This is an optimization exercise on Yosys and OpenROAD, whose aim is small area and a short achievable clock period, not a production implementation.
Power is estimated from default activity; no workload was simulated.

==> flow/design.v <==
package mspd_pkg;
  localparam int CHANNELS = 4;
  localparam int IN_CH    = 4;
  localparam int LANES    = (CHANNELS < IN_CH) ? CHANNELS : IN_CH;
  localparam int SAMPLE_W = 10;
  localparam int PEAK_W   = 10;
  localparam int CH_W     = 2;
  localparam int TIME_W   = 32;
  localparam int THR_W    = 10;
  localparam int WIN_W    = 16;
  localparam int CFG_W    = 16;
  localparam logic [SAMPLE_W:0] MID_RAIL = 11'd512;
  localparam logic [THR_W-1:0] THRESHOLD_RESET = 10'd80;
  localparam logic [WIN_W-1:0] WINDOW_RESET    = 16'd20;
  localparam logic REG_THRESHOLD = 1'b0;
  localparam logic REG_WINDOW    = 1'b1;
  localparam logic OP_SAMPLE = 1'b0;
  localparam logic OP_POLL   = 1'b1;
  typedef struct packed {
    logic              done;
    logic [PEAK_W-1:0] peak;
  } lane_fin_t;
  typedef struct packed {
    logic              valid;
    logic [CH_W-1:0]   channel;
    logic [PEAK_W-1:0] peak;
  } result_t;
endpackage
module mspd_lane (
  input  logic                            clk,
  input  logic                            rst_n,
  input  logic                            sample_en,
  input  logic [mspd_pkg::SAMPLE_W-1:0]   sample,
  input  logic [mspd_pkg::TIME_W-1:0]     now_ms,
  input  logic [mspd_pkg::PEAK_W-1:0]     thr_key,    
  input  logic                            thr_big,    
  input  logic [15:0]                     lo_m_win,   
  input  logic                            lo_wrap,    
  output logic                            fin,        
  output logic [mspd_pkg::PEAK_W-1:0]     peak        
);
  logic                           active_r;
  logic [mspd_pkg::PEAK_W-1:0]    peak_r;
  logic [mspd_pkg::TIME_W-1:0]    start_r;
  logic [mspd_pkg::PEAK_W-1:0]    key;
  logic                           ge;
  logic                           expired;
  assign key     = {sample[8:0] ^ {9{~sample[9]}}, ~sample[9]};
  mspd_cmp #(.W(10), .G(1)) u_ge (.a(key), .b(active_r ? peak_r : thr_key), .ci(1'b1), .y(ge));
  logic        c1, c2, lt, hz;
  logic [15:0] ah, ch;
  mspd_cmp #(.W(16), .G(4)) u_c1 (.a(now_ms[15:0]),  .b(start_r[15:0]), .ci(1'b1), .y(c1));
  mspd_cmp #(.W(16), .G(4)) u_c2 (.a(start_r[15:0]), .b(lo_m_win),      .ci(1'b0), .y(c2));
  assign lt  = lo_wrap ? (c1 || c2) : (c1 && c2);
  assign ah  = now_ms[31:16];
  assign ch  = ~start_r[31:16];
  assign hz  = ((ah[0] ^ ch[0]) == c1) &&
               (((ah[15:1] ^ ch[15:1]) ^ (ah[14:0] | ch[14:0])) == 15'd0);
  assign expired = !(hz && lt);
  assign fin     = active_r && expired;
  assign peak    = peak_r;
  always_ff @(posedge clk) begin
    if (!rst_n)
      active_r <= 1'b0;
    else if (sample_en)
      active_r <= active_r ? !expired : (ge && !thr_big);
  end
  always_ff @(posedge clk) begin
    if (!active_r)
      start_r <= now_ms;
    if (!active_r || (sample_en && ge))
      peak_r <= key;
  end
endmodule
module mspd_cmp #(
  parameter int W = 16,
  parameter int G = 4
) (
  input  logic [W-1:0] a,
  input  logic [W-1:0] b,
  input  logic         ci,
  output logic         y
);
  localparam int NG = (W + G - 1) / G;
  localparam int L  = (NG < 2) ? 1 : (NG < 4) ? 2 : (NG < 8) ? 3 : (NG < 16) ? 4 : (NG < 32) ? 5 : 6;
  localparam int N  = 1 << L;
  logic [N-1:0] g [L+1];
  logic [N-1:0] p [L+1];
  for (genvar i = 0; i < N; i++) begin : g_leaf
    if (i == 0) begin : g_ci
      assign g[0][i] = ci;
      assign p[0][i] = 1'b0;
    end else if (i <= NG) begin : g_grp
      logic [G:0] gc;
      logic [G:0] pc;
      assign gc[0] = 1'b0;
      assign pc[0] = 1'b1;
      for (genvar j = 0; j < G; j++) begin : g_bit
        localparam int K = (i - 1) * G + j;
        if (K < W) begin : g_in
          assign gc[j+1] = (a[K] & ~b[K]) | ((a[K] | ~b[K]) & gc[j]);
          assign pc[j+1] = (a[K] | ~b[K]) & pc[j];
        end else begin : g_out
          assign gc[j+1] = gc[j];
          assign pc[j+1] = pc[j];
        end
      end
      assign g[0][i] = gc[G];
      assign p[0][i] = pc[G];
    end else begin : g_pad
      assign g[0][i] = 1'b0;
      assign p[0][i] = 1'b1;
    end
  end
  for (genvar k = 1; k <= L; k++) begin : g_lvl
    for (genvar i = 0; i < (N >> k); i++) begin : g_node
      assign g[k][i] = g[k-1][2*i+1] | (p[k-1][2*i+1] & g[k-1][2*i]);
      assign p[k][i] = p[k-1][2*i+1] & p[k-1][2*i];
    end
    if ((N >> k) < N) begin : g_fill
      assign g[k][N-1:(N >> k)] = '0;
      assign p[k][N-1:(N >> k)] = '0;
    end
  end
  assign y = g[L][0];
endmodule
module mspd_merge (
  input  logic                                       clk,
  input  logic                                       rst_n,
  input  logic                                       sample_acc,
  input  logic                                       poll_acc,
  input  logic [mspd_pkg::LANES-1:0]                 fin,
  input  logic [mspd_pkg::LANES*mspd_pkg::PEAK_W-1:0] peak,
  output logic                                       full,
  output logic [mspd_pkg::CH_W-1:0]                  slot_ch,
  output logic [mspd_pkg::PEAK_W-1:0]                slot_peak
);
  logic                         pend_r;
  logic [mspd_pkg::LANES-1:0]   fin_r;
  logic [mspd_pkg::CH_W-1:0]    win_ch;
  logic [mspd_pkg::PEAK_W-1:0]  win_key;
  assign full = pend_r || (|fin_r);
  always_comb begin
    win_ch  = '0;
    win_key = peak[0 +: mspd_pkg::PEAK_W];
    for (int i = mspd_pkg::LANES - 1; i > 0; i--) begin
      if (fin_r[i]) begin
        win_ch  = mspd_pkg::CH_W'(i);
        win_key = peak[i*mspd_pkg::PEAK_W +: mspd_pkg::PEAK_W];
      end
    end
    if (fin_r[0]) begin
      win_ch  = '0;
      win_key = peak[0 +: mspd_pkg::PEAK_W];
    end
  end
  always_ff @(posedge clk) begin
    if (!rst_n) begin
      pend_r <= 1'b0;
      fin_r  <= '0;
    end else begin
      pend_r <= full && !poll_acc;
      fin_r  <= (sample_acc && !full) ? fin : '0;
    end
  end
  always_ff @(posedge clk) begin
    if (|fin_r) begin
      slot_ch   <= win_ch;
      slot_peak <= {1'b0, win_key[9:1]} + {9'd0, win_key[0]};
    end
  end
endmodule
module multichannel_strike_peak_detector (
  input  logic                              clk,
  input  logic                              rst_n,
  input  logic                              cfg_we,
  input  logic                              cfg_index,
  input  logic [mspd_pkg::CFG_W-1:0]        cfg_wdata,
  input  logic                              in_valid,
  output logic                              in_ready,
  input  logic                              in_op,
  input  logic [mspd_pkg::SAMPLE_W-1:0]     in_sample_ch0,
  input  logic [mspd_pkg::SAMPLE_W-1:0]     in_sample_ch1,
  input  logic [mspd_pkg::SAMPLE_W-1:0]     in_sample_ch2,
  input  logic [mspd_pkg::SAMPLE_W-1:0]     in_sample_ch3,
  input  logic [mspd_pkg::TIME_W-1:0]       in_now_ms,
  output logic                              out_valid,
  input  logic                              out_ready,
  output logic                              out_event_valid,
  output logic [mspd_pkg::CH_W-1:0]         out_event_channel,
  output logic [mspd_pkg::PEAK_W-1:0]       out_event_peak
);
  logic [mspd_pkg::THR_W-1:0]  thr_r;
  logic [mspd_pkg::WIN_W-1:0]  win_r;
  logic [mspd_pkg::THR_W-1:0]  thr_m1;
  logic [mspd_pkg::PEAK_W-1:0] thr_key;
  logic                        thr_big;
  logic                        in_acc;
  logic                        sample_en;
  logic                        poll_en;
  logic                        full;
  logic [mspd_pkg::SAMPLE_W-1:0]               samples [mspd_pkg::IN_CH];
  logic [mspd_pkg::LANES-1:0]                  fin;
  logic [mspd_pkg::LANES*mspd_pkg::PEAK_W-1:0] peak;
  logic [mspd_pkg::CH_W-1:0]                   slot_ch;
  logic [mspd_pkg::PEAK_W-1:0]                 slot_peak;
  logic                        out_valid_r;
  logic                        ev_r;
  assign samples[0] = in_sample_ch0;
  assign samples[1] = in_sample_ch1;
  assign samples[2] = in_sample_ch2;
  assign samples[3] = in_sample_ch3;
  assign in_ready  = !out_valid_r || out_ready;
  assign in_acc    = in_valid && in_ready;
  assign sample_en = in_acc && (in_op == mspd_pkg::OP_SAMPLE);
  assign poll_en   = in_acc && (in_op == mspd_pkg::OP_POLL);
  always_ff @(posedge clk) begin
    if (!rst_n) begin
      thr_r <= mspd_pkg::THRESHOLD_RESET;
      win_r <= mspd_pkg::WINDOW_RESET;
    end else if (cfg_we) begin
      if (cfg_index == mspd_pkg::REG_WINDOW)
        win_r <= cfg_wdata[mspd_pkg::WIN_W-1:0];
      else
        thr_r <= cfg_wdata[mspd_pkg::THR_W-1:0];
    end
  end
  assign thr_m1  = thr_r - 10'd1;
  assign thr_key = (thr_r == '0) ? '0 : {thr_m1[8:0], 1'b1};
  assign thr_big = thr_r[9] && (|thr_r[8:0]);
  logic [16:0] lo_sum;
  logic [16:0] lo_m_win;
  assign lo_sum   = {1'b0, ~in_now_ms[15:0]} + {1'b0, win_r};
  assign lo_m_win = {lo_sum[16], ~lo_sum[15:0]};
  for (genvar g = 0; g < mspd_pkg::LANES; g++) begin : g_lane
    mspd_lane u_lane (
      .clk       (clk),
      .rst_n     (rst_n),
      .sample_en (sample_en),
      .sample    (samples[g]),
      .now_ms    (in_now_ms),
      .thr_key   (thr_key),
      .thr_big   (thr_big),
      .lo_m_win  (lo_m_win[15:0]),
      .lo_wrap   (lo_m_win[16]),
      .fin       (fin[g]),
      .peak      (peak[g*mspd_pkg::PEAK_W +: mspd_pkg::PEAK_W])
    );
  end
  mspd_merge u_merge (
    .clk        (clk),
    .rst_n      (rst_n),
    .sample_acc (sample_en),
    .poll_acc   (poll_en),
    .fin        (fin),
    .peak       (peak),
    .full       (full),
    .slot_ch    (slot_ch),
    .slot_peak  (slot_peak)
  );
  always_ff @(posedge clk) begin
    if (!rst_n) begin
      out_valid_r <= 1'b0;
    end else if (in_acc) begin
      out_valid_r <= 1'b1;
    end else if (out_ready) begin
      out_valid_r <= 1'b0;
    end
    if (in_acc) begin
      ev_r <= (in_op == mspd_pkg::OP_POLL) && full;
    end
  end
  assign out_valid         = out_valid_r;
  assign out_event_valid   = ev_r;
  assign out_event_channel = ev_r ? slot_ch : '0;
  assign out_event_peak    = ev_r ? slot_peak : '0;
endmodule
export LEC_CHECK = 0
export ABC_AREA = 1
export CAP_MARGIN = 20
export CORE_MARGIN = 2
export CORE_UTILIZATION = 40
export CTS_CLUSTER_DIAMETER = 100
export CTS_CLUSTER_SIZE = 24
export SETUP_SLACK_MARGIN = 3.5
export SLEW_MARGIN = 20
create_clock -name core_clock -period 6.5 [get_ports {clk}]
standard.sh (not shown) runs the stock make flow with config.mk's settings and CLKGATE_MAP_FILE= SYNTH_SCRIPT=/design/flow/synth_recipe.tcl, a recipe that flattens the netlist after the stock synthesis.
==> flow/flow/run.sh <==
#!/bin/bash
# standard layout, with the port buffers made of buf_2 cells instead of the
# resizer's default pick (a delay buffer)
set -euo pipefail
export BUFFER_PORTS_ARGS="-buffer_cell sky130_fd_sc_hd__buf_2"
bash standard.sh > standard.log 2>&1
Change:
--- a/flow/design.v
+++ b/flow/design.v
@@ -33,6 +33,6 @@
   input  logic [mspd_pkg::SAMPLE_W-1:0]   sample,
   input  logic [mspd_pkg::TIME_W-1:0]     now_ms,
-  input  logic [mspd_pkg::PEAK_W-1:0]     thr_key,    
-  input  logic                            thr_big,    
+  input  logic [10:0]                     thr2m1,     
+  input  logic                            thr_zero,
   input  logic [15:0]                     lo_m_win,   
   input  logic                            lo_wrap,    
@@ -44,12 +44,16 @@
   logic [mspd_pkg::TIME_W-1:0]    start_r;
   logic [mspd_pkg::PEAK_W-1:0]    key;
-  logic                           ge;
+  logic                           gt;
+  logic                           trig;
   logic                           expired;
   assign key     = {sample[8:0] ^ {9{~sample[9]}}, ~sample[9]};
-  mspd_cmp #(.W(10), .G(1)) u_ge (.a(key), .b(active_r ? peak_r : thr_key), .ci(1'b1), .y(ge));
+  mspd_cmp #(.W(10), .G(1)) u_gt   (.a(key),          .b(peak_r),        .ci(1'b0), .y(gt));
+  logic ge_thr;
+  mspd_cmp #(.W(11), .G(1)) u_trig (.a({1'b0, key}),  .b(thr2m1),        .ci(1'b1), .y(ge_thr));
+  assign trig    = thr_zero || ge_thr;
   logic        c1, c2, lt, hz;
   logic [15:0] ah, ch;
-  mspd_cmp #(.W(16), .G(4)) u_c1 (.a(now_ms[15:0]),  .b(start_r[15:0]), .ci(1'b1), .y(c1));
-  mspd_cmp #(.W(16), .G(4)) u_c2 (.a(start_r[15:0]), .b(lo_m_win),      .ci(1'b0), .y(c2));
+  mspd_cmp #(.W(16), .G(16)) u_c1 (.a(now_ms[15:0]),  .b(start_r[15:0]), .ci(1'b1), .y(c1));
+  mspd_cmp #(.W(16), .G(8)) u_c2 (.a(start_r[15:0]), .b(lo_m_win),      .ci(1'b0), .y(c2));
   assign lt  = lo_wrap ? (c1 || c2) : (c1 && c2);
   assign ah  = now_ms[31:16];
@@ -64,10 +68,10 @@
       active_r <= 1'b0;
     else if (sample_en)
-      active_r <= active_r ? !expired : (ge && !thr_big);
+      active_r <= active_r ? !expired : trig;
   end
   always_ff @(posedge clk) begin
     if (!active_r)
       start_r <= now_ms;
-    if (!active_r || (sample_en && ge))
+    if (!active_r || (sample_en && gt))
       peak_r <= key;
   end
@@ -193,7 +197,6 @@
   logic [mspd_pkg::THR_W-1:0]  thr_r;
   logic [mspd_pkg::WIN_W-1:0]  win_r;
-  logic [mspd_pkg::THR_W-1:0]  thr_m1;
-  logic [mspd_pkg::PEAK_W-1:0] thr_key;
-  logic                        thr_big;
+  logic [10:0]                 thr2m1;
+  logic                        thr_zero;
   logic                        in_acc;
   logic                        sample_en;
@@ -226,7 +229,6 @@
     end
   end
-  assign thr_m1  = thr_r - 10'd1;
-  assign thr_key = (thr_r == '0) ? '0 : {thr_m1[8:0], 1'b1};
-  assign thr_big = thr_r[9] && (|thr_r[8:0]);
+  assign thr2m1   = {thr_r, 1'b0} - 11'd1;
+  assign thr_zero = (thr_r == '0);
   logic [16:0] lo_sum;
   logic [16:0] lo_m_win;
@@ -240,6 +242,6 @@
       .sample    (samples[g]),
       .now_ms    (in_now_ms),
-      .thr_key   (thr_key),
-      .thr_big   (thr_big),
+      .thr2m1    (thr2m1),
+      .thr_zero  (thr_zero),
       .lo_m_win  (lo_m_win[15:0]),
       .lo_wrap   (lo_m_win[16]),
Effect: Final cell count went down by about 6.6%; final area went down by 4.9%; critical path depth went down by 2; worst hold slack gains 8.9 ps; setup slack loses 270 ps; power went down by 3.9%; die area went down by about 3.5%; sequential share of layout area went up by 1.9 points; synthesized area went down by about 3.6%; wire length went down by about 10%; non-clock buffer count went down by 6; combinational power went down by about 10%; synthesized cell count went down by 8.8%.
Function was not checked in any run of this note: the RTL went through the layout flow alone.

re-timing with driven ports:
In the flow no input, the clock included, has a driving cell. The finished layouts below were timed again as built, in two steps.
Step 1: set_driving_cell puts a clkbuf_16 on clk and a buf_2 on each other input, an assumption about the parent block.
Step 2 also shifts input and output timing later by t, the mid clock arrival at the registers, as if the neighbouring blocks saw the same clock.
Slacks: ideal ports / drivers / drivers and shift; pairs: ideal ports / drivers.
| run | t, ns | setup WS [ns] | pins driven straight from the clock port |
|---|---|---|---|
| the first run | 0.544 | 3.466 / 3.452 / 2.908 | 1 |
| the second run | 0.529 | 3.200 / 3.183 / 2.654 | 1 |
After both steps setup and hold are still met in every run listed. The setup slack of the first run, which loses most, moves by -0.014 ns with the drivers and by -0.558 ns with both steps.
